Background: an optimization exercise with open tools, aiming at small area, a short achievable clock period and few clock cycles per item. Do not read the settings as production practice.
At most, simulation tests tie the RTL to the original design; equivalence was not proved.
For run 1, only the layout was checked, not whether the RTL still works.

==> flow/design.v (outline; a module is shown in full before it is edited, if it fits) <==
// module arr_mult_fa: 10 lines
// module arr_mult_ha: 9 lines
// module arr_multiplier_pipe: 3416 lines
module arr_multiplier_pipe #(
  parameter int INPUT_BIT_SIZE = 32,
  parameter int STAGES         = 4
) (
  input  logic                          Clk,
  input  logic                          Reset,
  input  logic                          InValid,
  output logic                          InReady,
  input  logic [INPUT_BIT_SIZE-1:0]     InA,
  input  logic [INPUT_BIT_SIZE-1:0]     InB,
  input  logic                          Signed,
  output logic                          OutValid,
  input  logic                          OutReady,
  output logic [2*INPUT_BIT_SIZE-1:0]   Out
);
  // ...
==> flow/flow/run.sh <==
#!/bin/bash
# The standard layout, with two changes to how it is made:
#  - the input and output ports get sky130_fd_sc_hd__buf_2 buffers instead of the
#    buffer the resizer picks on its own (a slow delay cell);
#  - the resizer's timing repair aims for SETUP_SLACK_MARGIN ns of setup slack, so it
#    works on the paths that set the achieved period, not only on violations.
# The clock period, SDC and every other setting are the standard flow's.
set -euo pipefail
export SETUP_SLACK_MARGIN=${SETUP_SLACK_MARGIN_OVERRIDE:-18.0}
export BUFFER_PORTS_ARGS="-buffer_cell sky130_fd_sc_hd__buf_2"
export CTS_ARGS="-sink_clustering_enable -repair_clock_nets -dont_use_dummy_load -sink_clustering_size 25 -sink_clustering_max_diameter 100"
bash standard.sh > standard.log 2>&1
==> flow/standard.sh <==
#!/bin/bash
# synth_recipe.tcl (not shown) runs the flow's synth.tcl, then flattens the netlist and writes it again
# the make line also repeats each setting of config.mk as NAME=value (left out here)
make -C /OpenROAD-flow-scripts/flow DESIGN_CONFIG=/design/flow/config.mk WORK_HOME=/design/flow/orfs CLKGATE_MAP_FILE= SYNTH_SCRIPT=/design/flow/synth_recipe.tcl "${@:-finish}"
==> flow/config.mk <==
export PLATFORM = sky130hd
export DESIGN_NAME = arr_multiplier_pipe
export DESIGN_NICKNAME = arr_multiplier_pipe
export VERILOG_FILES = /design/flow/design.v
export SDC_FILE = /design/flow/constraint.sdc
export NUM_CORES = 4
export LEC_CHECK = 0
export ABC_AREA = 1
export CAP_MARGIN = 20
export CORE_MARGIN = 2
export CORE_UTILIZATION = 40
export CTS_CLUSTER_DIAMETER = 100
export CTS_CLUSTER_SIZE = 25
export SLEW_MARGIN = 20
export SYNTH_HIERARCHICAL = 1
export SYNTH_MINIMUM_KEEP_SIZE = 0
==> flow/constraint.sdc <==
create_clock -name core_clock -period 24.0 [get_ports {Clk}]
set_input_delay 4.8000 -clock core_clock [delete_from_list [all_inputs] [get_ports {Clk}]]
set_output_delay 4.8000 -clock core_clock [all_outputs]
set_load 0.01 [all_outputs]
==> reports/qor.yml, run 1 <==
hpwl_after_detailed_placement_um: 74000
rsz0062_at_grt: "true"
critPathCaptureType: "flop"
start_kind: "flop"
yosys_warnings: 7
yosys_most_used_dff: "edfxtp_1"
clock_skew_ns: 0.0471
final_hold_viol_count: 0
utilization_pct: 44.0
synth.net_count: 3456
layout_worst_path_cycle_share_pct: 24.7
layout-drive-gt1-share_pct: 11.3
area_taken_by_multi_input_logic_gates_sq_um: 21300
drtIter0Drc: 2890
track_usage_pct: 28.1
timing.critical_path.fanout_max: 19
gr-usage-met2_pct: 42.2
dieHeight_um: 281
cp-startpoint: "a[6]"
hold_depth: 2
fraction_of_area_in_multi_input_gates_pct: 64.0
run_status: "finished clean"
clock_sinks: 285
hold_sp: "q_q[2]"
holdWs_ns: 0.456
==> inputs of run 2 (changes only) <==
--- a/flow/design.v
+++ b/flow/design.v
@@ -2358,25 +2358,25 @@
   arr_mult_fa u_s111 (.i_a(c96), .i_b(s109), .i_c(c98), .o_s(s111), .o_c(c112));
   arr_mult_fa u_s113 (.i_a(bneg[8]), .i_b(pp0_16), .i_c(pp1_14), .o_s(s113), .o_c(c114));
   arr_mult_fa u_s115 (.i_a(pp2_12), .i_b(pp3_10), .i_c(pp4_8), .o_s(s115), .o_c(c116));
   arr_mult_fa u_s117 (.i_a(pp5_6), .i_b(pp6_4), .i_c(pp7_2), .o_s(s117), .o_c(c118));
   arr_mult_fa u_s119 (.i_a(pp8_0), .i_b(c100), .i_c(c102), .o_s(s119), .o_c(c120));
   arr_mult_fa u_s121 (.i_a(s113), .i_b(s115), .i_c(s117), .o_s(s121), .o_c(c122));
   arr_mult_fa u_s123 (.i_a(c104), .i_b(c106), .i_c(s119), .o_s(s123), .o_c(c124));
   arr_mult_fa u_s125 (.i_a(s121), .i_b(c108), .i_c(s123), .o_s(s125), .o_c(c126));
-  arr_mult_fa u_s127 (.i_a(c110), .i_b(s125), .i_c(c112), .o_s(s127), .o_c(c128));
+  arr_mult_ha u_s127 (.i_a(c110), .i_b(s125), .o_s(s127), .o_c(c128));
   arr_mult_fa u_s129 (.i_a(pp0_17), .i_b(pp1_15), .i_c(pp2_13), .o_s(s129), .o_c(c130));
   arr_mult_fa u_s131 (.i_a(pp3_11), .i_b(pp4_9), .i_c(pp5_7), .o_s(s131), .o_c(c132));
   arr_mult_fa u_s133 (.i_a(pp6_5), .i_b(pp7_3), .i_c(pp8_1), .o_s(s133), .o_c(c134));
   arr_mult_fa u_s135 (.i_a(c114), .i_b(c116), .i_c(c118), .o_s(s135), .o_c(c136));
   arr_mult_fa u_s137 (.i_a(s129), .i_b(s131), .i_c(s133), .o_s(s137), .o_c(c138));
   arr_mult_fa u_s139 (.i_a(c120), .i_b(c122), .i_c(s135), .o_s(s139), .o_c(c140));
   arr_mult_fa u_s141 (.i_a(s137), .i_b(c124), .i_c(s139), .o_s(s141), .o_c(c142));
-  arr_mult_ha u_s143 (.i_a(c126), .i_b(s141), .o_s(s143), .o_c(c144));
+  arr_mult_fa u_s143 (.i_a(c126), .i_b(s141), .i_c(c128), .o_s(s143), .o_c(c144));
   arr_mult_fa u_s145 (.i_a(bneg[9]), .i_b(pp0_18), .i_c(pp1_16), .o_s(s145), .o_c(c146));
   arr_mult_fa u_s147 (.i_a(pp2_14), .i_b(pp3_12), .i_c(pp4_10), .o_s(s147), .o_c(c148));
   arr_mult_fa u_s149 (.i_a(pp5_8), .i_b(pp6_6), .i_c(pp7_4), .o_s(s149), .o_c(c150));
   arr_mult_fa u_s151 (.i_a(pp8_2), .i_b(pp9_0), .i_c(c130), .o_s(s151), .o_c(c152));
   arr_mult_fa u_s153 (.i_a(c132), .i_b(c134), .i_c(s145), .o_s(s153), .o_c(c154));
   arr_mult_fa u_s155 (.i_a(s147), .i_b(s149), .i_c(c136), .o_s(s155), .o_c(c156));
   arr_mult_fa u_s157 (.i_a(c138), .i_b(s151), .i_c(s153), .o_s(s157), .o_c(c158));
   arr_mult_fa u_s159 (.i_a(c140), .i_b(s155), .i_c(s157), .o_s(s159), .o_c(c160));
@@ -2394,17 +2394,17 @@
   arr_mult_fa u_s183 (.i_a(pp2_16), .i_b(pp3_14), .i_c(pp4_12), .o_s(s183), .o_c(c184));
   arr_mult_fa u_s185 (.i_a(pp5_10), .i_b(pp6_8), .i_c(pp7_6), .o_s(s185), .o_c(c186));
   arr_mult_fa u_s187 (.i_a(pp8_4), .i_b(pp9_2), .i_c(pp10_0), .o_s(s187), .o_c(c188));
   arr_mult_fa u_s189 (.i_a(c164), .i_b(c166), .i_c(c168), .o_s(s189), .o_c(c190));
   arr_mult_fa u_s191 (.i_a(s181), .i_b(s183), .i_c(s185), .o_s(s191), .o_c(c192));
   arr_mult_fa u_s193 (.i_a(s187), .i_b(c170), .i_c(c172), .o_s(s193), .o_c(c194));
   arr_mult_fa u_s195 (.i_a(s189), .i_b(s191), .i_c(c174), .o_s(s195), .o_c(c196));
   arr_mult_fa u_s197 (.i_a(s193), .i_b(c176), .i_c(s195), .o_s(s197), .o_c(c198));
-  arr_mult_fa u_s199 (.i_a(c178), .i_b(s197), .i_c(c180), .o_s(s199), .o_c(c200));
+  arr_mult_ha u_s199 (.i_a(c178), .i_b(s197), .o_s(s199), .o_c(c200));
   arr_mult_fa u_s201 (.i_a(pp0_21), .i_b(pp1_19), .i_c(pp2_17), .o_s(s201), .o_c(c202));
   arr_mult_fa u_s203 (.i_a(pp3_15), .i_b(pp4_13), .i_c(pp5_11), .o_s(s203), .o_c(c204));
   arr_mult_fa u_s205 (.i_a(pp6_9), .i_b(pp7_7), .i_c(pp8_5), .o_s(s205), .o_c(c206));
   arr_mult_fa u_s207 (.i_a(pp9_3), .i_b(pp10_1), .i_c(c182), .o_s(s207), .o_c(c208));
   arr_mult_fa u_s209 (.i_a(c184), .i_b(c186), .i_c(c188), .o_s(s209), .o_c(c210));
   arr_mult_fa u_s211 (.i_a(s201), .i_b(s203), .i_c(s205), .o_s(s211), .o_c(c212));
   arr_mult_fa u_s213 (.i_a(c190), .i_b(c192), .i_c(s207), .o_s(s213), .o_c(c214));
   arr_mult_fa u_s215 (.i_a(s209), .i_b(s211), .i_c(c194), .o_s(s215), .o_c(c216));
@@ -2415,28 +2415,28 @@
   arr_mult_fa u_s225 (.i_a(pp5_12), .i_b(pp6_10), .i_c(pp7_8), .o_s(s225), .o_c(c226));
   arr_mult_fa u_s227 (.i_a(pp8_6), .i_b(pp9_4), .i_c(pp10_2), .o_s(s227), .o_c(c228));
   arr_mult_fa u_s229 (.i_a(pp11_0), .i_b(c202), .i_c(c204), .o_s(s229), .o_c(c230));
   arr_mult_fa u_s231 (.i_a(c206), .i_b(s221), .i_c(s223), .o_s(s231), .o_c(c232));
   arr_mult_fa u_s233 (.i_a(s225), .i_b(s227), .i_c(c208), .o_s(s233), .o_c(c234));
   arr_mult_fa u_s235 (.i_a(c210), .i_b(c212), .i_c(s229), .o_s(s235), .o_c(c236));
   arr_mult_fa u_s237 (.i_a(s231), .i_b(c214), .i_c(s233), .o_s(s237), .o_c(c238));
   arr_mult_fa u_s239 (.i_a(s235), .i_b(c216), .i_c(s237), .o_s(s239), .o_c(c240));
-  arr_mult_ha u_s241 (.i_a(c218), .i_b(s239), .o_s(s241), .o_c(c242));
+  arr_mult_fa u_s241 (.i_a(c218), .i_b(s239), .i_c(c220), .o_s(s241), .o_c(c242));
   arr_mult_fa u_s243 (.i_a(pp0_23), .i_b(pp1_21), .i_c(pp2_19), .o_s(s243), .o_c(c244));
   arr_mult_fa u_s245 (.i_a(pp3_17), .i_b(pp4_15), .i_c(pp5_13), .o_s(s245), .o_c(c246));
   arr_mult_fa u_s247 (.i_a(pp6_11), .i_b(pp7_9), .i_c(pp8_7), .o_s(s247), .o_c(c248));
   arr_mult_fa u_s249 (.i_a(pp9_5), .i_b(pp10_3), .i_c(pp11_1), .o_s(s249), .o_c(c250));
   arr_mult_fa u_s251 (.i_a(c222), .i_b(c224), .i_c(c226), .o_s(s251), .o_c(c252));
   arr_mult_fa u_s253 (.i_a(c228), .i_b(s243), .i_c(s245), .o_s(s253), .o_c(c254));
   arr_mult_fa u_s255 (.i_a(s247), .i_b(s249), .i_c(c230), .o_s(s255), .o_c(c256));
   arr_mult_fa u_s257 (.i_a(c232), .i_b(s251), .i_c(s253), .o_s(s257), .o_c(c258));
   arr_mult_fa u_s259 (.i_a(c234), .i_b(c236), .i_c(s255), .o_s(s259), .o_c(c260));
   arr_mult_fa u_s261 (.i_a(s257), .i_b(c238), .i_c(s259), .o_s(s261), .o_c(c262));
-  arr_mult_fa u_s263 (.i_a(c240), .i_b(s261), .i_c(c242), .o_s(s263), .o_c(c264));
+  arr_mult_ha u_s263 (.i_a(c240), .i_b(s261), .o_s(s263), .o_c(c264));
   arr_mult_fa u_s265 (.i_a(bneg[12]), .i_b(pp0_24), .i_c(pp1_22), .o_s(s265), .o_c(c266));
   arr_mult_fa u_s267 (.i_a(pp2_20), .i_b(pp3_18), .i_c(pp4_16), .o_s(s267), .o_c(c268));
   arr_mult_fa u_s269 (.i_a(pp5_14), .i_b(pp6_12), .i_c(pp7_10), .o_s(s269), .o_c(c270));
   arr_mult_fa u_s271 (.i_a(pp8_8), .i_b(pp9_6), .i_c(pp10_4), .o_s(s271), .o_c(c272));
   arr_mult_fa u_s273 (.i_a(pp11_2), .i_b(pp12_0), .i_c(c244), .o_s(s273), .o_c(c274));
   arr_mult_fa u_s275 (.i_a(c246), .i_b(c248), .i_c(c250), .o_s(s275), .o_c(c276));
   arr_mult_fa u_s277 (.i_a(s265), .i_b(s267), .i_c(s269), .o_s(s277), .o_c(c278));
   arr_mult_fa u_s279 (.i_a(s271), .i_b(c252), .i_c(c254), .o_s(s279), .o_c(c280));
@@ -2504,47 +2504,47 @@
   arr_mult_fa u_s403 (.i_a(c366), .i_b(c368), .i_c(c370), .o_s(s403), .o_c(c404));
   arr_mult_fa u_s405 (.i_a(c372), .i_b(c374), .i_c(s393), .o_s(s405), .o_c(c406));
   arr_mult_fa u_s407 (.i_a(s395), .i_b(s397), .i_c(s399), .o_s(s407), .o_c(c408));
   arr_mult_fa u_s409 (.i_a(s401), .i_b(c376), .i_c(c378), .o_s(s409), .o_c(c410));
   arr_mult_fa u_s411 (.i_a(c380), .i_b(s403), .i_c(s405), .o_s(s411), .o_c(c412));
   arr_mult_fa u_s413 (.i_a(s407), .i_b(c382), .i_c(c384), .o_s(s413), .o_c(c414));
   arr_mult_fa u_s415 (.i_a(s409), .i_b(s411), .i_c(c386), .o_s(s415), .o_c(c416));
   arr_mult_fa u_s417 (.i_a(s413), .i_b(c388), .i_c(s415), .o_s(s417), .o_c(c418));
-  arr_mult_fa u_s419 (.i_a(c390), .i_b(s417), .i_c(c392), .o_s(s419), .o_c(c420));
+  arr_mult_ha u_s419 (.i_a(c390), .i_b(s417), .o_s(s419), .o_c(c420));
   arr_mult_fa u_s421 (.i_a(bneg[15]), .i_b(pp0_30), .i_c(pp1_28), .o_s(s421), .o_c(c422));
   arr_mult_fa u_s423 (.i_a(pp2_26), .i_b(pp3_24), .i_c(pp4_22), .o_s(s423), .o_c(c424));
   arr_mult_fa u_s425 (.i_a(pp5_20), .i_b(pp6_18), .i_c(pp7_16), .o_s(s425), .o_c(c426));
   arr_mult_fa u_s427 (.i_a(pp8_14), .i_b(pp9_12), .i_c(pp10_10), .o_s(s427), .o_c(c428));
   arr_mult_fa u_s429 (.i_a(pp11_8), .i_b(pp12_6), .i_c(pp13_4), .o_s(s429), .o_c(c430));
   arr_mult_fa u_s431 (.i_a(pp14_2), .i_b(pp15_0), .i_c(c394), .o_s(s431), .o_c(c432));
   arr_mult_fa u_s433 (.i_a(c396), .i_b(c398), .i_c(c400), .o_s(s433), .o_c(c434));
   arr_mult_fa u_s435 (.i_a(c402), .i_b(s421), .i_c(s423), .o_s(s435), .o_c(c436));
   arr_mult_fa u_s437 (.i_a(s425), .i_b(s427), .i_c(s429), .o_s(s437), .o_c(c438));
   arr_mult_fa u_s439 (.i_a(c404), .i_b(c406), .i_c(c408), .o_s(s439), .o_c(c440));
   arr_mult_fa u_s441 (.i_a(s431), .i_b(s433), .i_c(s435), .o_s(s441), .o_c(c442));
   arr_mult_fa u_s443 (.i_a(s437), .i_b(c410), .i_c(c412), .o_s(s443), .o_c(c444));
   arr_mult_fa u_s445 (.i_a(s439), .i_b(s441), .i_c(c414), .o_s(s445), .o_c(c446));
   arr_mult_fa u_s447 (.i_a(s443), .i_b(c416), .i_c(s445), .o_s(s447), .o_c(c448));
-  arr_mult_ha u_s449 (.i_a(c418), .i_b(s447), .o_s(s449), .o_c(c450));
+  arr_mult_fa u_s449 (.i_a(c418), .i_b(s447), .i_c(c420), .o_s(s449), .o_c(c450));
   arr_mult_fa u_s451 (.i_a(pp0_31), .i_b(pp1_29), .i_c(pp2_27), .o_s(s451), .o_c(c452));
   arr_mult_fa u_s453 (.i_a(pp3_25), .i_b(pp4_23), .i_c(pp5_21), .o_s(s453), .o_c(c454));
   arr_mult_fa u_s455 (.i_a(pp6_19), .i_b(pp7_17), .i_c(pp8_15), .o_s(s455), .o_c(c456));
   arr_mult_fa u_s457 (.i_a(pp9_13), .i_b(pp10_11), .i_c(pp11_9), .o_s(s457), .o_c(c458));
   arr_mult_fa u_s459 (.i_a(pp12_7), .i_b(pp13_5), .i_c(pp14_3), .o_s(s459), .o_c(c460));
   arr_mult_fa u_s461 (.i_a(pp15_1), .i_b(c422), .i_c(c424), .o_s(s461), .o_c(c462));
   arr_mult_fa u_s463 (.i_a(c426), .i_b(c428), .i_c(c430), .o_s(s463), .o_c(c464));
   arr_mult_fa u_s465 (.i_a(s451), .i_b(s453), .i_c(s455), .o_s(s465), .o_c(c466));
   arr_mult_fa u_s467 (.i_a(s457), .i_b(s459), .i_c(c432), .o_s(s467), .o_c(c468));
   arr_mult_fa u_s469 (.i_a(c434), .i_b(c436), .i_c(c438), .o_s(s469), .o_c(c470));
   arr_mult_fa u_s471 (.i_a(s461), .i_b(s463), .i_c(s465), .o_s(s471), .o_c(c472));
   arr_mult_fa u_s473 (.i_a(c440), .i_b(s467), .i_c(c442), .o_s(s473), .o_c(c474));
   arr_mult_fa u_s475 (.i_a(s469), .i_b(s471), .i_c(c444), .o_s(s475), .o_c(c476));
   arr_mult_fa u_s477 (.i_a(s473), .i_b(c446), .i_c(s475), .o_s(s477), .o_c(c478));
-  arr_mult_fa u_s479 (.i_a(c448), .i_b(s477), .i_c(c450), .o_s(s479), .o_c(c480));
+  arr_mult_ha u_s479 (.i_a(c448), .i_b(s477), .o_s(s479), .o_c(c480));
   arr_mult_fa u_s481 (.i_a(pp16_0), .i_b(pp0_32), .i_c(pp1_30), .o_s(s481), .o_c(c482));
   arr_mult_fa u_s483 (.i_a(pp2_28), .i_b(pp3_26), .i_c(pp4_24), .o_s(s483), .o_c(c484));
   arr_mult_fa u_s485 (.i_a(pp5_22), .i_b(pp6_20), .i_c(pp7_18), .o_s(s485), .o_c(c486));
   arr_mult_fa u_s487 (.i_a(pp8_16), .i_b(pp9_14), .i_c(pp10_12), .o_s(s487), .o_c(c488));
   arr_mult_fa u_s489 (.i_a(pp11_10), .i_b(pp12_8), .i_c(pp13_6), .o_s(s489), .o_c(c490));
   arr_mult_fa u_s491 (.i_a(pp14_4), .i_b(pp15_2), .i_c(c452), .o_s(s491), .o_c(c492));
   arr_mult_fa u_s493 (.i_a(c454), .i_b(c456), .i_c(c458), .o_s(s493), .o_c(c494));
   arr_mult_fa u_s495 (.i_a(c460), .i_b(s481), .i_c(s483), .o_s(s495), .o_c(c496));
@@ -2856,35 +2856,37 @@
   logic m_x10;
   logic m_x11;
   logic m_y11;
   logic m_x12;
   logic m_x13;
   logic m_x14;
   logic m_x15;
   logic m_x16;
+  logic m_y16;
   logic m_x17;
-  logic m_y17;
   logic m_x18;
   logic m_x19;
   logic m_x20;
+  logic m_y20;
   logic m_x21;
   logic m_x22;
-  logic m_y22;
   logic m_x23;
+  logic m_y23;
   logic m_x24;
   logic m_x25;
   logic m_x26;
   logic m_y26;
   logic m_x27;
   logic m_x28;
   logic m_x29;
+  logic m_y29;
   logic m_x30;
-  logic m_y30;
   logic m_x31;
+  logic m_y31;
   logic m_x32;
   logic m_y32;
   logic m_x33;
   logic m_x34;
   logic m_y34;
   logic m_x35;
   logic m_y35;
   logic m_x36;
@@ -2944,36 +2946,38 @@
       m_x9 <= s39;
       m_x10 <= s49;
       m_x11 <= c50;
       m_y11 <= s59;
       m_x12 <= s71;
       m_x13 <= s83;
       m_x14 <= s97;
       m_x15 <= s111;
-      m_x16 <= s127;
-      m_x17 <= c128;
-      m_y17 <= s143;
+      m_x16 <= c112;
+      m_y16 <= s127;
+      m_x17 <= s143;
       m_x18 <= s161;
       m_x19 <= s179;
-      m_x20 <= s199;
+      m_x20 <= c180;
+      m_y20 <= s199;
       m_x21 <= s219;
-      m_x22 <= c220;
-      m_y22 <= s241;
-      m_x23 <= s263;
+      m_x22 <= s241;
+      m_x23 <= c242;
+      m_y23 <= s263;
       m_x24 <= s287;
       m_x25 <= s311;
       m_x26 <= c312;
       m_y26 <= s337;
       m_x27 <= s363;
       m_x28 <= s391;
-      m_x29 <= s419;
-      m_x30 <= c420;
-      m_y30 <= s449;
-      m_x31 <= s479;
+      m_x29 <= c392;
+      m_y29 <= s419;
+      m_x30 <= s449;
+      m_x31 <= c450;
+      m_y31 <= s479;
       m_x32 <= c480;
       m_y32 <= s509;
       m_x33 <= s541;
       m_x34 <= c542;
       m_y34 <= s573;
       m_x35 <= c574;
       m_y35 <= s603;
       m_x36 <= s633;
@@ -3017,17 +3021,17 @@
       m_y61 <= s1045;
       m_x62 <= s1049;
       m_x63 <= c1050;
       m_y63 <= s1051;
     end
   end
   logic [63:0] sx, sy;
   assign sx = {m_x63, m_x62, m_x61, m_x60, m_x59, m_x58, m_x57, m_x56, m_x55, m_x54, m_x53, m_x52, m_x51, m_x50, m_x49, m_x48, m_x47, m_x46, m_x45, m_x44, m_x43, m_x42, m_x41, m_x40, m_x39, m_x38, m_x37, m_x36, m_x35, m_x34, m_x33, m_x32, m_x31, m_x30, m_x29, m_x28, m_x27, m_x26, m_x25, m_x24, m_x23, m_x22, m_x21, m_x20, m_x19, m_x18, m_x17, m_x16, m_x15, m_x14, m_x13, m_x12, m_x11, m_x10, m_x9, m_x8, m_x7, m_x6, m_x5, m_x4, m_x3, m_x2, m_x1, m_x0};
-  assign sy = {m_y63, 1'b0, m_y61, 1'b0, m_y59, 1'b0, m_y57, 1'b0, m_y55, 1'b0, m_y53, 1'b0, m_y51, 1'b0, m_y49, 1'b0, m_y47, 1'b0, m_y45, 1'b0, m_y43, 1'b0, m_y41, 1'b0, m_y39, 1'b0, m_y37, 1'b0, m_y35, m_y34, 1'b0, m_y32, 1'b0, m_y30, 1'b0, 1'b0, 1'b0, m_y26, 1'b0, 1'b0, 1'b0, m_y22, 1'b0, 1'b0, 1'b0, 1'b0, m_y17, 1'b0, 1'b0, 1'b0, 1'b0, 1'b0, m_y11, 1'b0, 1'b0, 1'b0, 1'b0, 1'b0, 1'b0, 1'b0, 1'b0, 1'b0, 1'b0, m_y0};
+  assign sy = {m_y63, 1'b0, m_y61, 1'b0, m_y59, 1'b0, m_y57, 1'b0, m_y55, 1'b0, m_y53, 1'b0, m_y51, 1'b0, m_y49, 1'b0, m_y47, 1'b0, m_y45, 1'b0, m_y43, 1'b0, m_y41, 1'b0, m_y39, 1'b0, m_y37, 1'b0, m_y35, m_y34, 1'b0, m_y32, m_y31, 1'b0, m_y29, 1'b0, 1'b0, m_y26, 1'b0, 1'b0, m_y23, 1'b0, 1'b0, m_y20, 1'b0, 1'b0, 1'b0, m_y16, 1'b0, 1'b0, 1'b0, 1'b0, m_y11, 1'b0, 1'b0, 1'b0, 1'b0, 1'b0, 1'b0, 1'b0, 1'b0, 1'b0, 1'b0, m_y0};
   logic [63:0] pg_g, pg_p, cy;
   assign pg_g = sx & sy;
   assign pg_p = sx ^ sy;
   logic pf_g1;
   assign pf_g1 = pg_g[1] | (pg_p[1] & pg_g[0]);
   logic pf_g2;
   assign pf_g2 = pg_g[3] | (pg_p[3] & pg_g[2]);
   logic pf_p2;
==> run 2 against run 1 <==
  * Synthesized cell count is 0.43% higher
  * Core utilization is 0.34 points lower
  * Register-to-register slack better by 0.07 ns
  * First-iteration DRC count is 11% lower
  * Critical path depth is 12 lower
  * Clock skew is 0.031 ns higher
  * Non-clock buffer count is 16 lower
  * Via count is 1.1% lower
  * Worst setup slack worse by 0.089 ns
  * Highest routed layer is now met5
  * Flip-flop and latch count is 2 higher
  * Critical endpoint is now Out[6]
  * Still clean
  * Final cell count is 1.2% higher
==> reports/qor.yml, run 2 <==
areaGrowthSynthToFinish_pct: 7.80  # was 8.92%
number_of_antenna_violations_at_the_first_check_in_global_routing: 1  # was 0
vias_in_the_first_global_route: 23858  # was 24726
cts_max_path_buffers: 3  # unchanged
drc: 0  # unchanged
detail_route.wl_per_cell_um: 28.3  # was 29.2 um
final_cells: 3819  # was 3773
cp_top_family: "flip-flops"  # was adder cells
layout_worst_path_cycle_share_pct: 25.1  # was 24.7%
timing.critical_path.fanout_max: 1  # was 19
drv_cap: 0  # unchanged
synth_top_area_share_pct: 33.0  # was 33.3%
final_hold_viol_count: 0  # unchanged
synth.net_count: 3470  # was 3456
tritoncts: "built"  # unchanged
wirelength_um: 108000  # was 110000 um
worst_hold_path_type: "reg2reg"  # unchanged
detail_route.first_pass.iterations: 6  # unchanged
post_cts_hold_buffer_count: 0  # unchanged
start_util_pct: 40.5  # was 40.4%
via_count: 22949  # was 23212
final_area_sq_um: 33100  # was 33300 sq um
layout-drive-gt1-share_pct: 10.3  # was 11.3%
rows: 101  # unchanged
synth_top_cells_by_area: "fa_1, edfxtp_1, xor2_1"  # unchanged
design.core.area_sq_um: 75900  # was 75800 sq um
die_x_um: 281  # about the same
final_count_of_pins_violating_max_slew: 0  # unchanged
synth_enable_flop_cells: 218  # was 216
run_status: "finished clean"  # unchanged
worst_skew_pair.late_latency_ns: 0.60  # was 0.57 ns
grt_start_max_net_pins: 72  # was 110
synth_cells: 2819  # was 2807
synth_area_per_cell_sq_um: 10.9  # about the same
avgViaCountPerCell: 6.01  # was 6.15
clock_transition_at_path_regs_ns: 0.09  # about the same
setup_viol: 0  # unchanged
utilization_pct: 43.6  # was 44.0%
layout_min_cycle_time_ns: 6.02  # was 5.93 ns
crit_arrival_ns: 1.22  # was 6.24 ns
first_pass_grt_wire_length_um: 161000  # was 164000 um
drtIter0Drc: 2577  # was 2890
gp_congestion: 0.959  # was 0.954
slowest_stage: "edfxtp_1"  # was fa_1
rsz0062_at_grt: "true"  # unchanged
yosysSeqAreaShare_pct: 25.9  # was 25.8%
synth_most_common_cell: "xor2_1"  # unchanged
place.port_buffers: 134  # unchanged
number_of_unique_standard_cell_types_used_by_synthesis: 34  # was 36
track_usage_pct: 27.6  # was 28.1%
post_dp_cell_area_sq_um: 32400  # was 32200 sq um
max_clock_freq_ghz: 0.166  # was 0.169 GHz
worstPathBufferInverterCount: 1  # was 2
slew_headroom_pct: 41.6  # was 33.5%
hpwl_after_detailed_placement_um: 75100  # was 74000 um
layout.nets: 3441  # was 3445
cells_after_dpl: 3792  # was 3725
clock_skew_ns: 0.0783  # was 0.0471 ns
grt_overflow: 0  # unchanged
crit_type: "reg2out"  # was reg2reg
finalSetupTns_ns: 0  # unchanged
crit_chain: "buf_2"  # was inv_1, buf_4, o22ai_1, xor2_1, fa_1, fa_1, fa_1, fa_1, fa_1, ha_1, fa_1, fa_1, fa_1
layout_common_cells: "xor2_1, fa_1, o22ai_1, nand2_1, edfxtp_1"  # unchanged
yosys_most_used_dff: "edfxtp_1"  # unchanged
root_buffer: "clkbuf_16"  # unchanged
critPathCaptureType: "primary output"  # was flop
layout.cells.most_common: "xor2_1"  # unchanged
yosys_register_bits: 287  # was 285
mappedNetlistArea_sq_um: 30700  # was 30600 sq um
route.antenna.remaining_nets: 0  # unchanged
clock_sinks: 287  # was 285
htree_levels: 1  # unchanged
share_of_synthesized_flip_flops_with_an_asynchronous_set_or_reset_pct: 1.74  # was 1.75%
cts_buffers: 18  # was 19
worst_path_largest_cell_delay_ns: 0.46  # was 0.55 ns
yosys_warnings: 7  # unchanged
synthDominantAreaCellType: "fa_1"  # unchanged
holdWs_ns: 0.450  # was 0.456 ns
synth.top_cells.by_count: "xor2_1, fa_1, o22ai_1, nand2_1, edfxtp_1"  # unchanged
die_outline_area_sq_um: 79100  # was 78700 sq um
cp_data_required_time_ns: 19.20  # was 24.31 ns
reg.largest.list: "o_q x64, q_q x64"  # unchanged
place_ws_ns: 17.64  # was 17.32 ns
least_setup_slack_across_all_paths_after_layout_ns: 17.98  # was 18.07 ns
dieHeight_um: 281  # about the same
tightest_slew_ns: 0.875  # was 0.997 ns
start_kind: "flop"  # unchanged
boundaryPins: 135  # unchanged
## run 2: cell count changes after synthesis, moves of 3 or more
cell,before,now
buf_2,18,48
clkbuf_1,214,187
nand2_1,264,275
buf_1,45,41
ha_1,71,75
nor2_1,65,68
o21ai_0,44,41
## run 2: cell families (layout without fill, tap and decap cells)
family / count (synthesis) / count (layout) / synth area share [%]
AO/OA/AOI/OAI: 611 / 611 / 12.3
XOR/XNOR: 544 / 544 / 15.5
adder cells (fa/ha/maj): 582 / 582 / 36.1
buffers and inverters: 420 / 389 / 5.32
flip-flops: 287 / 287 / 25.9
other: 0 / 1 / 0
AND/OR/NAND/NOR: 375 / 375 / 4.87
## run 2: modules after synthesis (local to each module, per instance)
module,cell area (sq um),cells
arr_multiplier_pipe,20600,2309
arr_mult_fa,20.0,1
arr_mult_ha,12.5,1
## run 2: final cells by class
type                    instances  area (sq um)
fillers                      7176         42800
multi-input cells            2112         21300
repair buffers                227          1580
flip-flops and latches        287          7960
inverters                     144           559
diodes                          1          2.50
well taps                    1030          1290
clock buffers                  18           450
## run 2: repair_timing
action | CTS | global route
buffers inserted | 2 | 6
resized for setup | 16 | 60
endpoints found under the setup margin | 18 | 20
pin swaps | 1 | 2
## run 2: metal layers
layer  up-vias  global-route usage [%]  routed length (um)
met1     11668                    37.2               43700
li1       9527                       -                   -
met5         -                       0                  14
met4         2                    10.3                5020
met2      1457                    43.0               48400
met3       295                    6.77               10900
## run 2: worst paths after layout
check / from / to / slack (ns) / cells past startpoint
setup / recovery: o_q[6] / Out[6] / 17.98 / 1
hold / removal: q_q[8] / q_q[8] / 0.45 / 2
setup reg to reg: b[5] / m_x38 / 18.14 / 14
hold reg to reg: q_q[8] / q_q[8] / 0.45 / 2
max in group asynchronous: Reset / q_vl / 19.85 / 1
min in group asynchronous: Reset / q_vl / 4.01 / 1
Testbench counts of run 2, summed over its fixed seeds: cycles 12,024, items 12,000.
==> inputs of run 3 (changes only) <==
==> flow/flow/run.sh (replaced) <==
#!/bin/bash
# The standard layout (standard.sh), with three changes to how it is made:
#  - the input and output ports get sky130_fd_sc_hd__buf_2 buffers instead of the
#    buffer the resizer picks on its own (a slow delay cell);
#  - the resizer's timing repair aims for SETUP_SLACK_MARGIN ns of setup slack, so it
#    works on the paths that set the achieved period, not only on violations;
#  - clock tree synthesis adds no dummy loads (same clustering as config.mk).
# The clock period, SDC and every other setting are the standard flow's. The make output goes to
# standard.log; each ORFS step keeps its own log under orfs/logs/.
set -euo pipefail
export SETUP_SLACK_MARGIN=18.0
export BUFFER_PORTS_ARGS="-buffer_cell sky130_fd_sc_hd__buf_2"
export CTS_ARGS="-sink_clustering_enable -repair_clock_nets -dont_use_dummy_load -sink_clustering_size 25 -sink_clustering_max_diameter 100"
bash standard.sh > standard.log 2>&1
==> run 3 against run 2 <==
  * Synthesized cell count unchanged
  * Design area unchanged
  * Still clean
  * Largest cell class unchanged
  * Critical path type unchanged
  * Critical endpoint unchanged
  * Sequential share of layout area unchanged
  * Hold slack unchanged
  * Critical path depth unchanged
  * Final cell count did not move
==> reports/qor.yml, run 3 <==
crit_arrival_ns: 1.22  # about the same
setup_viol: 0  # unchanged
root_buffer: "clkbuf_16"  # unchanged
worstPathBufferInverterCount: 1  # unchanged
start_util_pct: 40.5  # unchanged
synth.net_count: 3470  # unchanged
first_pass_grt_wire_length_um: 161000  # unchanged
synth_top_area_share_pct: 33.0  # unchanged
drtIter0Drc: 2577  # unchanged
layout.area.seq_sq_um: 7960  # unchanged
number_of_antenna_violations_at_the_first_check_in_global_routing: 1  # unchanged
detail_route.first_pass.iterations: 6  # unchanged
synth_top_cells_by_area: "fa_1, edfxtp_1, xor2_1"  # unchanged
slowest_stage: "edfxtp_1"  # unchanged
layout-drive-gt1-share_pct: 10.3  # unchanged
worst_r2r_path_depth: 14  # unchanged
yosys_warnings: 7  # unchanged
clock_skew_ns: 0.0783  # unchanged
finalSetupTns_ns: 0  # unchanged
worst_path_largest_cell_delay_ns: 0.46  # about the same
share_of_synthesized_flip_flops_with_an_asynchronous_set_or_reset_pct: 1.74  # unchanged
max_clock_freq_ghz: 0.166  # unchanged
yosys_most_used_dff: "edfxtp_1"  # unchanged
layout.nets: 3441  # unchanged
tightest_slew_ns: 0.875  # unchanged
worst_hold_path_type: "reg2reg"  # unchanged
synth_enable_flop_cells: 218  # unchanged
start_kind: "flop"  # unchanged
crit_chain: "buf_2"  # unchanged
cts_max_path_buffers: 3  # unchanged
areaGrowthSynthToFinish_pct: 7.80  # unchanged
layout_common_cells: "xor2_1, fa_1, o22ai_1, nand2_1, edfxtp_1"  # unchanged
slew_headroom_pct: 41.6  # unchanged
mappedNetlistArea_sq_um: 30700  # unchanged
final_count_of_pins_violating_max_slew: 0  # unchanged
drc: 0  # unchanged
synth_most_common_cell: "xor2_1"  # unchanged
avgViaCountPerCell: 6.01  # unchanged
crit_type: "reg2out"  # unchanged
drv_cap: 0  # unchanged
grt_overflow: 0  # unchanged
reg.largest.list: "o_q x64, q_q x64"  # unchanged
worst_skew_pair.late_latency_ns: 0.60  # about the same
cp-startpoint: "o_q[6]"  # unchanged
place.port_buffers: 134  # unchanged
detail_route.wl_per_cell_um: 28.3  # unchanged
vias_in_the_first_global_route: 23858  # unchanged
grt_start_max_net_pins: 72  # unchanged
critical_path_depth: 1  # unchanged
design.core.area_sq_um: 75900  # unchanged
clock_sinks: 287  # unchanged
die_x_um: 281  # unchanged
final_hold_viol_count: 0  # unchanged
r2r_end: "m_x38"  # unchanged
synthDominantAreaCellType: "fa_1"  # unchanged
dieHeight_um: 281  # unchanged
rows: 101  # unchanged
yosysSeqAreaShare_pct: 25.9  # unchanged
area_taken_by_multi_input_logic_gates_sq_um: 21300  # unchanged
boundaryPins: 135  # unchanged
via_count: 22949  # unchanged
timing.critical_path.fanout_max: 1  # unchanged
layout.cells.most_common: "xor2_1"  # unchanged
layout_worst_path_cycle_share_pct: 25.1  # unchanged
cts_buffers: 18  # unchanged
tritoncts: "built"  # unchanged
clock_transition_at_path_regs_ns: 0.09  # about the same
track_usage_pct: 27.6  # unchanged
cp_top_family: "flip-flops"  # unchanged
critPathCaptureType: "primary output"  # unchanged
least_setup_slack_across_all_paths_after_layout_ns: 17.98  # unchanged
run_status: "finished clean"  # unchanged
rsz0062_at_grt: "true"  # unchanged
rrSetupSlack_ns: 18.14  # about the same
die_outline_area_sq_um: 79100  # unchanged
worst_r2r_startpoint: "b[5]"  # unchanged
cp-endpoint: "Out[6]"  # unchanged
hpwl_after_detailed_placement_um: 75100  # unchanged
gp_congestion: 0.959  # unchanged
cp_data_required_time_ns: 19.20  # about the same
route.antenna.remaining_nets: 0  # unchanged
post_cts_hold_buffer_count: 0  # unchanged
layout_min_cycle_time_ns: 6.02  # unchanged
layout.filler_cells: 7176  # unchanged
synth_area_per_cell_sq_um: 10.9  # unchanged
wirelength_um: 108000  # unchanged
synth.top_cells.by_count: "xor2_1, fa_1, o22ai_1, nand2_1, edfxtp_1"  # unchanged
place_ws_ns: 17.64  # unchanged
yosys_register_bits: 287  # unchanged
number_of_unique_standard_cell_types_used_by_synthesis: 34  # unchanged
synth_cells: 2819  # unchanged
htree_levels: 1  # unchanged
-- run 3: cell counts after synthesis --
No cell type changed its count.
-- run 3: cell type report --
class / count / area share (%)
Tap cell: 1030 / 3.89
Sequential cell: 287 / 24.0
Clock buffer: 18 / 1.36
Inverter: 144 / 1.69
Multi-Input combinational cell: 2112 / 64.3
Antenna cell: 1 / 0.00755
Timing Repair Buffer: 227 / 4.77
-- run 3: how the worst min path moves through the flow --
| stage | endpoint | cells after the start | slack, ns | from |
|---|---|---|---|---|
| after floorplan | q_q[62] | 2 | 0.41 | q_q[62] |
| after global placement | q_q[62] | 2 | 0.43 | q_q[62] |
| after detailed placement | q_q[62] | 2 | 0.43 | q_q[62] |
| after CTS | q_q[8] | 2 | 0.45 | q_q[8] |
| after global routing | q_q[60] | 2 | 0.48 | q_q[60] |
| final | q_q[8] | 2 | 0.45 | q_q[8] |
-- run 3: modules after synthesis, one instance, submodules excluded --
module / flops+latches / cell area (sq um) / times used
arr_mult_ha: 0 / 12.5 / 8
arr_multiplier_pipe: 287 / 20600 / 1
arr_mult_fa: 0 / 20.0 / 502
-- run 3: cells by family after synthesis --
| logic type | Yosys count | synth area share [%] |
|---|---|---|
| AOI/OAI and AO/OA | 611 | 12.3 |
| xor gates and xnor gates | 544 | 15.5 |
| adders and majority gates | 582 | 36.1 |
| buffers and inverters | 420 | 5.32 |
| DFF | 287 | 25.9 |
| and+or+nand+nor | 375 | 4.87 |
-- run 3: metal layers --
metal | up-vias | track usage (%) | wire [um]
li1 | 9527 | - | -
met1 | 11668 | 37.2 | 43700
met2 | 1457 | 43.0 | 48400
met3 | 295 | 6.77 | 10900
met4 | 2 | 10.3 | 5020
met5 | - | 0 | 14
-- run 3: per-stage QoR --
step | cells | util [%] | cell area [sq um] | hold WS, ns
finish | 3819 | 43.6 | 33100 | 0.450
global route | 3818 | 43.6 | 33100 | 0.476
CTS | 3812 | 43.3 | 32900 | 0.451
detailed placement | 3792 | 42.6 | 32400 | 0.430
global placement | 3792 | 42.6 | 32400 | 0.432
floorplan | 2819 | - | 30700 | 0.414
-- run 3: repair_timing --
| action | CTS | global route |
|---|---|---|
| buffers inserted | 2 | 6 |
| pin swaps | 1 | 2 |
| setup endpoints to repair | 18 | 20 |
| gates resized for setup | 16 | 60 |
-- run 3: worst min-delay path: cells and delay by family (launching register included) --
kind / cells / cell delay, ns
DFF: 1 / 0.30
and+or+nand+nor: 2 / 0.12
==> inputs of run 4 (changes only) <==
==> flow/flow/run.sh (replaced) <==
#!/bin/bash
# The standard layout (standard.sh), with three changes to how it is made:
#  - the input and output ports get sky130_fd_sc_hd__buf_1 buffers instead of the
#    buffer the resizer picks on its own (a slow delay cell);
#  - the resizer's timing repair aims for SETUP_SLACK_MARGIN ns of setup slack, so it
#    works on the paths that set the achieved period, not only on violations;
#  - clock tree synthesis adds no dummy loads (same clustering as config.mk).
# The clock period, SDC and every other setting are the standard flow's. The make output goes to
# standard.log; each ORFS step keeps its own log under orfs/logs/.
set -euo pipefail
export SETUP_SLACK_MARGIN=18.0
export BUFFER_PORTS_ARGS="-buffer_cell sky130_fd_sc_hd__buf_1"
export CTS_ARGS="-sink_clustering_enable -repair_clock_nets -dont_use_dummy_load -sink_clustering_size 25 -sink_clustering_max_diameter 100"
bash standard.sh > standard.log 2>&1
==> run 4 against run 3 <==
  * Die area stayed put
  * Design area is 0.13% lower
  * Sequential share of layout area is essentially flat
  * Core utilization shrank 0.058 points
  * Critical path depth unchanged
  * Synthesized cell count stayed put
  * Final cell count rose by 0.39%
  * Hold slack better by 0.0040 ns
  * Routed wire length grew 0.52%
  * Largest cell class unchanged
  * Highest routed layer unchanged
==> reports/qor.yml, run 4 <==
synth_top_cells_by_area: "fa_1, edfxtp_1, xor2_1"  # unchanged
cells_after_dpl: 3790  # was 3792
critical_path_depth: 1  # unchanged
drc: 0  # unchanged
worst_path_largest_cell_delay_ns: 0.47  # was 0.46 ns
synth_enable_flop_cells: 218  # unchanged
crit_type: "reg2out"  # unchanged
tightest_slew_ns: 1.05  # was 0.875 ns
avgViaCountPerCell: 6.03  # was 6.01
start_util_pct: 40.5  # unchanged
grt_start_max_net_pins: 72  # unchanged
run_status: "finished clean"  # unchanged
synth.top_cells.by_count: "xor2_1, fa_1, o22ai_1, nand2_1, edfxtp_1"  # unchanged
layout_common_cells: "xor2_1, fa_1, o22ai_1, nand2_1, edfxtp_1"  # unchanged
yosysSeqAreaShare_pct: 25.9  # unchanged
layout.cells.most_common: "xor2_1"  # unchanged
yosys_most_used_dff: "edfxtp_1"  # unchanged
clock_skew_ns: 0.0785  # was 0.0783 ns
worst_skew_pair.late_latency_ns: 0.60  # about the same
reg.largest.list: "o_q x64, q_q x64"  # unchanged
detail_route.wl_per_cell_um: 28.3  # about the same
drv_cap: 0  # unchanged
post_dp_cell_area_sq_um: 32200  # was 32400 sq um
gp_congestion: 0.968  # was 0.959
tritoncts: "built"  # unchanged
cts_max_path_buffers: 3  # unchanged
layout-drive-gt1-share_pct: 6.03  # was 10.3%
number_of_unique_standard_cell_types_used_by_synthesis: 34  # unchanged
setup_viol: 0  # unchanged
clock_transition_at_path_regs_ns: 0.09  # about the same
start_kind: "flop"  # unchanged
post_cts_hold_buffer_count: 0  # unchanged
route.antenna.remaining_nets: 0  # unchanged
die_x_um: 281  # unchanged
synth.net_count: 3470  # unchanged
grt_overflow: 0  # unchanged
final_area_sq_um: 33100  # about the same
final_hold_viol_count: 0  # unchanged
via_count: 23134  # was 22949
synth_top_area_share_pct: 33.0  # unchanged
root_buffer: "clkbuf_16"  # unchanged
worstPathBufferInverterCount: 1  # unchanged
die_outline_area_sq_um: 79100  # unchanged
mappedNetlistArea_sq_um: 30700  # unchanged
layout.nets: 3455  # was 3441
clock_sinks: 287  # unchanged
hpwl_after_detailed_placement_um: 74600  # was 75100 um
design.core.area_sq_um: 75900  # unchanged
critPathCaptureType: "primary output"  # unchanged
max_clock_freq_ghz: 0.166  # about the same
crit_arrival_ns: 1.23  # was 1.22 ns
crit_chain: "buf_1"  # was buf_2
synthDominantAreaCellType: "fa_1"  # unchanged
final_count_of_pins_violating_max_slew: 0  # unchanged
timing.critical_path.fanout_max: 1  # unchanged
drtIter0Drc: 2499  # was 2577
slowest_stage: "edfxtp_1"  # unchanged
areaGrowthSynthToFinish_pct: 7.66  # was 7.80%
layout_min_cycle_time_ns: 6.03  # was 6.02 ns
wirelength_um: 109000  # was 108000 um
worst_hold_path_type: "reg2reg"  # unchanged
rsz0062_at_grt: "true"  # unchanged
track_usage_pct: 27.5  # was 27.6%
detail_route.first_pass.iterations: 6  # unchanged
layout.filler_cells: 7190  # was 7176
utilization_pct: 43.6  # about the same
yosys_register_bits: 287  # unchanged
synth_area_per_cell_sq_um: 10.9  # unchanged
cp_data_required_time_ns: 19.20  # about the same
hold_depth: 2  # unchanged
slew_headroom_pct: 29.7  # was 41.6%
finalSetupTns_ns: 0  # unchanged
cts_buffers: 19  # was 18
htree_levels: 1  # unchanged
number_of_antenna_violations_at_the_first_check_in_global_routing: 3  # was 1
first_pass_grt_wire_length_um: 160000  # was 161000 um
synth_cells: 2819  # unchanged
vias_in_the_first_global_route: 24218  # was 23858
place.port_buffers: 134  # unchanged
cp_top_family: "flip-flops"  # unchanged
final_cells: 3834  # was 3819
rows: 101  # unchanged
share_of_synthesized_flip_flops_with_an_asynchronous_set_or_reset_pct: 1.74  # unchanged
layout_worst_path_cycle_share_pct: 25.1  # about the same
dieHeight_um: 281  # unchanged
boundaryPins: 135  # unchanged
worst_r2r_path_depth: 14  # unchanged
synth_most_common_cell: "xor2_1"  # unchanged
yosys_warnings: 7  # unchanged
==> run 4: cell counts after synthesis <==
No cell type changed its count.
==> run 4: what timing repair did <==
item                       in CTS  in global routing
setup buffers                  10                 10
setup endpoints to repair      24                 27
gates cloned                    3                  0
pin swaps                       3                  1
gates resized for setup        13                 40
==> run 4: stage by stage <==
step                hold slack, ns  setup slack, ns
global route                 0.486            17.95
finish                       0.454            17.97
detailed placement           0.435            17.66
CTS                          0.455            17.93
global placement             0.432            17.57
floorplan                    0.414            18.30
==> run 4: worst paths after layout <==
| kind | from | endpoint | slack (ns) |
|---|---|---|---|
| setup / recovery | o_q[7] | Out[7] | 17.97 |
| hold / removal | q_q[38] | q_q[38] | 0.45 |
| setup reg to reg | b[19] | m_x38 | 18.06 |
| hold reg to reg | q_q[38] | q_q[38] | 0.45 |
| max in group asynchronous | Reset | q_vl | 19.71 |
| min in group asynchronous | Reset | r_vl | 4.05 |
==> run 4: Yosys stat by module (local to each module, per instance) <==
| module | area, sq um | flip-flops and latches |
|---|---|---|
| arr_multiplier_pipe | 20600 | 287 |
| arr_mult_ha | 12.5 | 0 |
| arr_mult_fa | 20.0 | 0 |
==> run 4: logic make-up after synthesis <==
group | share of synthesized area [%]
DFF | 25.9
xor gates and xnor gates | 15.5
adders and majority gates | 36.1
AOI/OAI and AO/OA | 12.3
and+or+nand+nor | 4.87
buffers and inverters | 5.32
==> run 4: final cells by class <==
type | count | area (sq um) | share of cell area, %
multi-input combinational | 2115 | 21300 | 64.5
sequential | 287 | 7960 | 24.0
timing repair buffer | 237 | 1450 | 4.39
tap | 1030 | 1290 | 3.89
inverter | 144 | 566 | 1.71
clock buffer | 19 | 475 | 1.44
antenna | 2 | 5.00 | 0.0151
==> run 4: layer usage <==
layer	vias up	wire, um	track usage, %	part of all wire, %
met2	1540	46900	40.9	43
met5	-	29	0	0.027
met3	357	12100	8.21	11
met4	4	6890	14.5	6.3
li1	9539	-	-	-
met1	11694	42700	36.1	39
==> inputs of run 5 (changes only) <==
==> flow/flow/run.sh (replaced) <==
#!/bin/bash
# The standard layout (standard.sh), with three changes to how it is made:
#  - the input and output ports get sky130_fd_sc_hd__buf_2 buffers instead of the
#    buffer the resizer picks on its own (a slow delay cell);
#  - the resizer's timing repair aims for SETUP_SLACK_MARGIN ns of setup slack, so it
#    works on the paths that set the achieved period, not only on violations;
#  - clock tree synthesis adds no dummy loads (same clustering as config.mk).
# The clock period, SDC and every other setting are the standard flow's. The make output goes to
# standard.log; each ORFS step keeps its own log under orfs/logs/.
set -euo pipefail
export SETUP_SLACK_MARGIN=18.0
export BUFFER_PORTS_ARGS="-buffer_cell sky130_fd_sc_hd__buf_2"
export CTS_ARGS="-sink_clustering_enable -repair_clock_nets -dont_use_dummy_load -sink_clustering_size 25 -sink_clustering_max_diameter 100 -num_static_layers 1"
bash standard.sh > standard.log 2>&1
--- a/flow/config.mk
+++ b/flow/config.mk
@@ -8,9 +8,10 @@
 export ABC_AREA = 1
 export CAP_MARGIN = 20
 export CORE_MARGIN = 2
-export CORE_UTILIZATION = 40
+export CORE_UTILIZATION = 50
 export CTS_CLUSTER_DIAMETER = 100
 export CTS_CLUSTER_SIZE = 25
+export PLACE_DENSITY = 0.65
 export SLEW_MARGIN = 20
 export SYNTH_HIERARCHICAL = 1
 export SYNTH_MINIMUM_KEEP_SIZE = 0
==> run 5 against run 4 <==
  * Die area fell by 20%
  * Hold slack worse by 0.0027 ns
  * Clock-buffer cell count fell by 3
  * Largest cell class unchanged
==> reports/qor.yml, run 5 <==
run_status: "finished clean"  # unchanged
reg.largest.list: "o_q x64, q_q x64"  # unchanged
start_util_pct: 50.7  # was 40.5%
number_of_unique_standard_cell_types_used_by_synthesis: 34  # unchanged
layout_min_cycle_time_ns: 5.92  # was 6.03 ns
finalSetupTns_ns: 0  # unchanged
avgViaCountPerCell: 6.48  # was 6.03
synth_top_area_share_pct: 33.0  # unchanged
areaGrowthSynthToFinish_pct: 7.04  # was 7.66%
critPathCaptureType: "primary output"  # unchanged
root_buffer: "clkbuf_16"  # unchanged
die_outline_area_sq_um: 63500  # was 79100 sq um
drc: 0  # unchanged
setup_viol: 0  # unchanged
start_kind: "flop"  # unchanged
tightest_slew_ns: 1.06  # was 1.05 ns
layout.nets: 3452  # was 3455
clock_transition_at_path_regs_ns: 0.10  # was 0.09 ns
wirelength_um: 102000  # was 109000 um
die_x_um: 252  # was 281 um
slew_headroom_pct: 29.6  # was 29.7%
worst_hold_path_type: "reg2reg"  # unchanged
synth.net_count: 3470  # unchanged
grt_start_max_net_pins: 112  # was 72
cts_buffers: 16  # was 19
synth_area_per_cell_sq_um: 10.9  # unchanged
first_pass_grt_wire_length_um: 153000  # was 160000 um
final_count_of_pins_violating_max_slew: 0  # unchanged
tritoncts: "built"  # unchanged
dieHeight_um: 252  # was 281 um
synth_top_cells_by_area: "fa_1, edfxtp_1, xor2_1"  # unchanged
synthDominantAreaCellType: "fa_1"  # unchanged
cp_data_required_time_ns: 19.20  # about the same
via_count: 23211  # was 23134
crit_arrival_ns: 1.12  # was 1.23 ns
crit_type: "reg2out"  # unchanged
detail_route.first_pass.iterations: 8  # was 6
yosysSeqAreaShare_pct: 25.9  # unchanged
yosys_warnings: 7  # unchanged
worst_skew_pair.late_latency_ns: 0.57  # was 0.60 ns
clock_skew_ns: 0.0589  # was 0.0785 ns
worst_path_largest_cell_delay_ns: 0.41  # was 0.47 ns
detail_route.wl_per_cell_um: 28.5  # was 28.3 um
grt_overflow: 0  # unchanged
cts_max_path_buffers: 3  # unchanged
worstPathBufferInverterCount: 1  # unchanged
boundaryPins: 135  # unchanged
htree_levels: 1  # unchanged
layout.cells.most_common: "xor2_1"  # unchanged
drv_cap: 0  # unchanged
layout_common_cells: "xor2_1, fa_1, o22ai_1, nand2_1, edfxtp_1"  # unchanged
clock_sinks: 287  # unchanged
max_clock_freq_ghz: 0.169  # was 0.166 GHz
design.core.area_sq_um: 60600  # was 75900 sq um
post_cts_hold_buffer_count: 0  # unchanged
n_antenna_cell: 0  # was 2
rrSetupSlack_ns: 18.11  # was 18.06 ns
gp_congestion: 0.982  # was 0.968
synth_enable_flop_cells: 218  # unchanged
vias_in_the_first_global_route: 24291  # was 24218
crit_chain: "buf_2"  # was buf_1
yosys_most_used_dff: "edfxtp_1"  # unchanged
share_of_synthesized_flip_flops_with_an_asynchronous_set_or_reset_pct: 1.74  # unchanged
layout_worst_path_cycle_share_pct: 24.7  # was 25.1%
place.port_buffers: 134  # unchanged
mappedNetlistArea_sq_um: 30700  # unchanged
cp_top_family: "flip-flops"  # unchanged
yosys_register_bits: 287  # unchanged
synth_cells: 2819  # unchanged
rsz0062_at_grt: "false"  # was true
layout-drive-gt1-share_pct: 10.8  # was 6.03%
timing.critical_path.fanout_max: 2  # was 1
synth.top_cells.by_count: "xor2_1, fa_1, o22ai_1, nand2_1, edfxtp_1"  # unchanged
route.antenna.remaining_nets: 0  # unchanged
final_hold_viol_count: 0  # unchanged
hpwl_after_detailed_placement_um: 69800  # was 74600 um
rows: 90  # was 101
drtIter0Drc: 2781  # was 2499
synth_most_common_cell: "xor2_1"  # unchanged
number_of_antenna_violations_at_the_first_check_in_global_routing: 1  # was 3
track_usage_pct: 32.4  # was 27.5%
slowest_stage: "dfrtp_1"  # was edfxtp_1
[run 5: final timing paths]
path	from	endpoint	cells past startpoint
worst max-delay path	o_vl	OutValid	1
worst min-delay path	q_q[62]	q_q[62]	2
worst max register to register	a[31]	m_x38	12
worst min register to register	q_q[62]	q_q[62]	2
max in group asynchronous	Reset	q_vl	1
min in group asynchronous	Reset	r_vl	1
[run 5: per-stage QoR]
stage / std cells / instance area, sq um / setup WS [ns] / util (%) / hold slack (ns)
after floorplan: 2819 / 30700 / 18.30 / - / 0.414
after detailed placement: 3541 / 32000 / 17.63 / 52.9 / 0.437
after global placement: 3541 / 32000 / 17.52 / 52.9 / 0.430
final: 3581 / 32900 / 18.08 / 54.3 / 0.452
after CTS: 3569 / 32600 / 18.00 / 53.9 / 0.459
after global routing: 3581 / 32900 / 17.99 / 54.3 / 0.481
[run 5: area by class of cell]
| cell class | instances | area (sq um) |
|---|---|---|
| clock buffer | 16 | 400 |
| inverter | 144 | 568 |
| fill | 5306 | 27700 |
| tap | 782 | 978 |
| timing repair buffer | 237 | 1650 |
| sequential | 287 | 7960 |
| multi-input combinational | 2115 | 21400 |
[run 5: timing repair]
action,CTS,global route
endpoints found under the setup margin,25,19
cloned,3,0
pin swaps,3,4
buffers inserted,9,12
gates resized for setup,25,41
[run 5: per-module statistics from Yosys (local to each module, per instance)]
module	flops+latches	copies in the design	area, sq um	cells
arr_mult_fa	0	502	20.0	1
arr_multiplier_pipe	287	1	20600	2309
arr_mult_ha	0	8	12.5	1
[run 5: cell families after synthesis]
kind of cell | after synthesis | synth area share [%]
simple gates | 375 | 4.87
fa+ha+maj | 582 | 36.1
compound gates | 611 | 12.3
flops | 287 | 25.9
xor+xnor | 544 | 15.5
buf+inv | 420 | 5.32
[run 5: layer usage]
metal	track usage [%]	vias up	share of wire [%]
met1	44.1	11694	39
met4	16.3	0	5.7
met2	47.9	1627	44
met3	8.62	344	12
li1	-	9546	-
met5	0	-	0
==> inputs of run 6 (changes only) <==
--- a/flow/flow/run.sh
+++ b/flow/flow/run.sh
@@ -10,5 +10,5 @@
 set -euo pipefail
 export SETUP_SLACK_MARGIN=18.0
 export BUFFER_PORTS_ARGS="-buffer_cell sky130_fd_sc_hd__buf_2"
-export CTS_ARGS="-sink_clustering_enable -repair_clock_nets -dont_use_dummy_load -sink_clustering_size 25 -sink_clustering_max_diameter 100 -num_static_layers 1"
+export CTS_ARGS="-sink_clustering_enable -repair_clock_nets -dont_use_dummy_load -sink_clustering_size 40 -sink_clustering_max_diameter 60"
 bash standard.sh > standard.log 2>&1
==> run 6 against run 5 <==
  * Still clean on timing, DRC and antenna
  * Critical path type unchanged
  * Highest routed layer unchanged
  * Area after synthesis did not move
  * Sequential share of layout area is 0.12 points lower
  * Largest cell class unchanged
  * Design area is 0.50% higher
==> reports/qor.yml, run 6 <==
max_clock_freq_ghz: 0.168  # was 0.169 GHz
reg.largest.list: "o_q x64, q_q x64"  # unchanged
synth_top_family_by_area: "adder cells"  # unchanged
track_usage_pct: 32.3  # was 32.4%
cp-startpoint: "o_vl"  # unchanged
die_x_um: 252  # unchanged
layout-drive-gt1-share_pct: 11.0  # was 10.8%
share_of_synthesized_flip_flops_with_an_asynchronous_set_or_reset_pct: 1.74  # unchanged
layout.cells.most_common: "xor2_1"  # unchanged
hpwl_after_detailed_placement_um: 69800  # unchanged
final_count_of_pins_violating_max_slew: 0  # unchanged
dieHeight_um: 252  # unchanged
finalSetupTns_ns: 0  # unchanged
hold_sp: "q_q[62]"  # unchanged
setup_viol: 0  # unchanged
synth-compound-area-share_pct: 12.3  # unchanged
utilization_pct: 54.6  # was 54.3%
yosys_warnings: 7  # unchanged
yosys_most_used_dff: "edfxtp_1"  # unchanged
n_antenna_cell: 0  # unchanged
synth_cells: 2819  # unchanged
worstPathBufferInverterCount: 1  # unchanged
via_count: 23305  # was 23211
areaGrowthSynthToFinish_pct: 7.58  # was 7.04%
layout_min_cycle_time_ns: 5.96  # was 5.92 ns
synth_xor_area_share_pct: 15.5  # unchanged
final_hold_viol_count: 0  # unchanged
synth_top_cells_by_area: "fa_1, edfxtp_1, xor2_1"  # unchanged
crit_chain: "buf_2"  # unchanged
drv_cap: 0  # unchanged
rsz0062_at_grt: "false"  # unchanged
run_status: "finished clean"  # unchanged
die_outline_area_sq_um: 63500  # unchanged
rrSetupSlack_ns: 18.06  # was 18.11 ns
clock_transition_at_path_regs_ns: 0.08  # was 0.10 ns
wirelength_um: 102000  # about the same
place_ws_ns: 17.63  # unchanged
hold_depth: 2  # unchanged
htree_levels: 1  # unchanged
start_kind: "flop"  # unchanged
grt_overflow: 0  # unchanged
crit_arrival_ns: 1.16  # was 1.12 ns
drc: 0  # unchanged
cp_data_required_time_ns: 19.20  # about the same
clock_sinks: 287  # unchanged
synth_top_area_share_pct: 33.0  # unchanged
tightest_slew_ns: 1.06  # about the same
place.port_buffers: 134  # unchanged
layout_worst_path_cycle_share_pct: 24.8  # was 24.7%
start_util_pct: 50.7  # unchanged
route.antenna.remaining_nets: 0  # unchanged
mappedNetlistArea_sq_um: 30700  # unchanged
vias_in_the_first_global_route: 24440  # was 24291
least_setup_slack_across_all_paths_after_layout_ns: 18.04  # was 18.08 ns
cts_max_path_buffers: 3  # unchanged
cp_top_family: "flip-flops"  # unchanged
synth.top_cells.by_count: "xor2_1, fa_1, o22ai_1, nand2_1, edfxtp_1"  # unchanged
drtIter0Drc: 2835  # was 2781
design.core.area_sq_um: 60600  # unchanged
yosysSeqAreaShare_pct: 25.9  # unchanged
slew_headroom_pct: 29.7  # was 29.6%
gp_congestion: 0.982  # unchanged
timing.critical_path.fanout_max: 2  # unchanged
root_buffer: "clkbuf_16"  # unchanged
boundaryPins: 135  # unchanged
slowest_stage: "dfrtp_1"  # unchanged
synth_enable_flop_cells: 218  # unchanged
rows: 90  # unchanged
worst_r2r_path_depth: 12  # unchanged
layout.nets: 3454  # was 3452
whs_endpoint: "q_q[62]"  # unchanged
avgViaCountPerCell: 6.50  # was 6.48
cts_buffers: 25  # was 16
clock_skew_ns: 0.0661  # was 0.0589 ns
post_synthesis_mux_area_share_pct: 0  # unchanged
critPathCaptureType: "primary output"  # unchanged
worst_path_largest_cell_delay_ns: 0.41  # about the same
post_cts_hold_buffer_count: 0  # unchanged
crit_type: "reg2out"  # unchanged
first_pass_grt_wire_length_um: 153000  # about the same
synth_most_common_cell: "xor2_1"  # unchanged
detail_route.first_pass.iterations: 6  # was 8
synthDominantAreaCellType: "fa_1"  # unchanged
number_of_antenna_violations_at_the_first_check_in_global_routing: 1  # unchanged
worst_skew_pair.late_latency_ns: 0.61  # was 0.57 ns
detail_route.wl_per_cell_um: 28.4  # was 28.5 um
synth.net_count: 3470  # unchanged
number_of_unique_standard_cell_types_used_by_synthesis: 34  # unchanged
yosys_register_bits: 287  # unchanged
worst_r2r_startpoint: "a[31]"  # unchanged
tritoncts: "built"  # unchanged
layout_common_cells: "xor2_1, fa_1, o22ai_1, nand2_1, edfxtp_1"  # unchanged
r2r_end: "m_x38"  # unchanged
grt_start_max_net_pins: 112  # unchanged
synthAdderAreaFrac_pct: 36.1  # unchanged
synth_area_per_cell_sq_um: 10.9  # unchanged
synthSimpleGateAreaFrac_pct: 4.87  # unchanged
worst_hold_path_type: "reg2reg"  # unchanged
run 6: cell counts after synthesis:
Identical to the previous run, type by type.
run 6: Yosys stat by module (local to each module, per instance):
module | flops+latches | cells
arr_mult_fa | 0 | 1
arr_mult_ha | 0 | 1
arr_multiplier_pipe | 287 | 2309
run 6: metal layers:
layer	vias to the layer above	wire (um)	global-route usage [%]
met1	11707	39500	43.5
met5	-	0	0
met4	0	5940	16.1
met2	1641	44300	48.2
li1	9570	-	-
met3	387	12100	9.10
run 6: final cells by class:
| type | count | area (sq um) |
|---|---|---|
| multi-input cells | 2115 | 21400 |
| clock buffers | 25 | 626 |
| inverters | 144 | 564 |
| well taps | 782 | 978 |
| flip-flops and latches | 287 | 7960 |
| fillers | 5282 | 27500 |
| repair buffers | 230 | 1590 |
run 6: worst reg2reg max path, delay by kind of cell (launching register included):
kind | cells | cell delay [ns]
buf+inv | 2 | 0.89
flops | 1 | 0.46
fa+ha+maj | 8 | 3.74
xor+xnor | 1 | 0.36
compound gates | 1 | 0.16
run 6: cell families after synthesis:
family,count (synthesis)
adder cells (fa/ha/maj),582
XOR/XNOR,544
AND/OR/NAND/NOR,375
buffers and inverters,420
AO/OA/AOI/OAI,611
flip-flops,287
run 6: metrics by stage:
stage / cells / hold WS, ns / cell area (sq um)
after floorplan: 2819 / 0.414 / 30700
after global placement: 3541 / 0.430 / 32000
after detailed placement: 3541 / 0.437 / 32000
after CTS: 3578 / 0.453 / 32900
after global routing: 3583 / 0.478 / 33100
final: 3583 / 0.447 / 33100
run 6: worst max path at each step:
stage,cells past startpoint,endpoint,slack (ns)
2_1_floorplan,2,o_q[0],18.30
3_3_place_gp,15,m_x38,17.52
3_5_place_dp,14,m_x28,17.63
4_1_cts,14,m_x33,18.00
5_1_grt,14,m_x38,18.00
6_report,1,OutValid,18.04
run 6: repair_timing:
item | CTS | global route
buffers inserted | 9 | 5
resized for setup | 26 | 42
setup endpoints to repair | 24 | 18
gates cloned | 3 | 0
pin swaps | 3 | 3

afterwards: timing with drivers on the ports:
The results above use ideal ports. As a check the final layouts listed here were re-extracted and re-timed, cells and wires unchanged.
Step 1 (the two cells are an assumption about what drives the block):
set clk [get_ports {Clk}]
set_driving_cell -lib_cell sky130_fd_sc_hd__clkbuf_16 $clk
set_driving_cell -lib_cell sky130_fd_sc_hd__buf_2 [delete_from_list [all_inputs] $clk]
Step 2 moves the port delays by t, midway between the first and last clock arrival at a register: inputs arrive t later, outputs are due t later. That takes back most of the time a late clock gives input paths.
Three values: ideal, step 1, step 2; two values: the first two.
run | t (ns) | setup slack, ns | hold slack, ns | worst data-port slew with drivers (ns)
run 1 | 0.609 | 18.067 / 18.012 / 17.651 | 0.456 / 0.456 / 0.456 | 0.06
run 2 | 0.627 | 17.979 / 17.913 / 17.670 | 0.450 / 0.450 / 0.450 | 0.07
run 3 | 0.627 | 17.979 / 17.913 / 17.670 | 0.450 / 0.450 / 0.450 | 0.07
run 4 | 0.624 | 17.966 / 17.901 / 17.695 | 0.454 / 0.454 / 0.454 | 0.05
run 5 | 0.601 | 18.081 / 18.016 / 17.840 | 0.452 / 0.452 / 0.452 | 0.08
run 6 | 0.643 | 18.036 / 17.972 / 17.828 | 0.447 / 0.447 / 0.447 | 0.08
After both steps setup and hold are still met in every run listed. For run 1, which loses most, drivers alone change the setup slack by -0.055 ns; drivers and shift together by -0.416 ns.
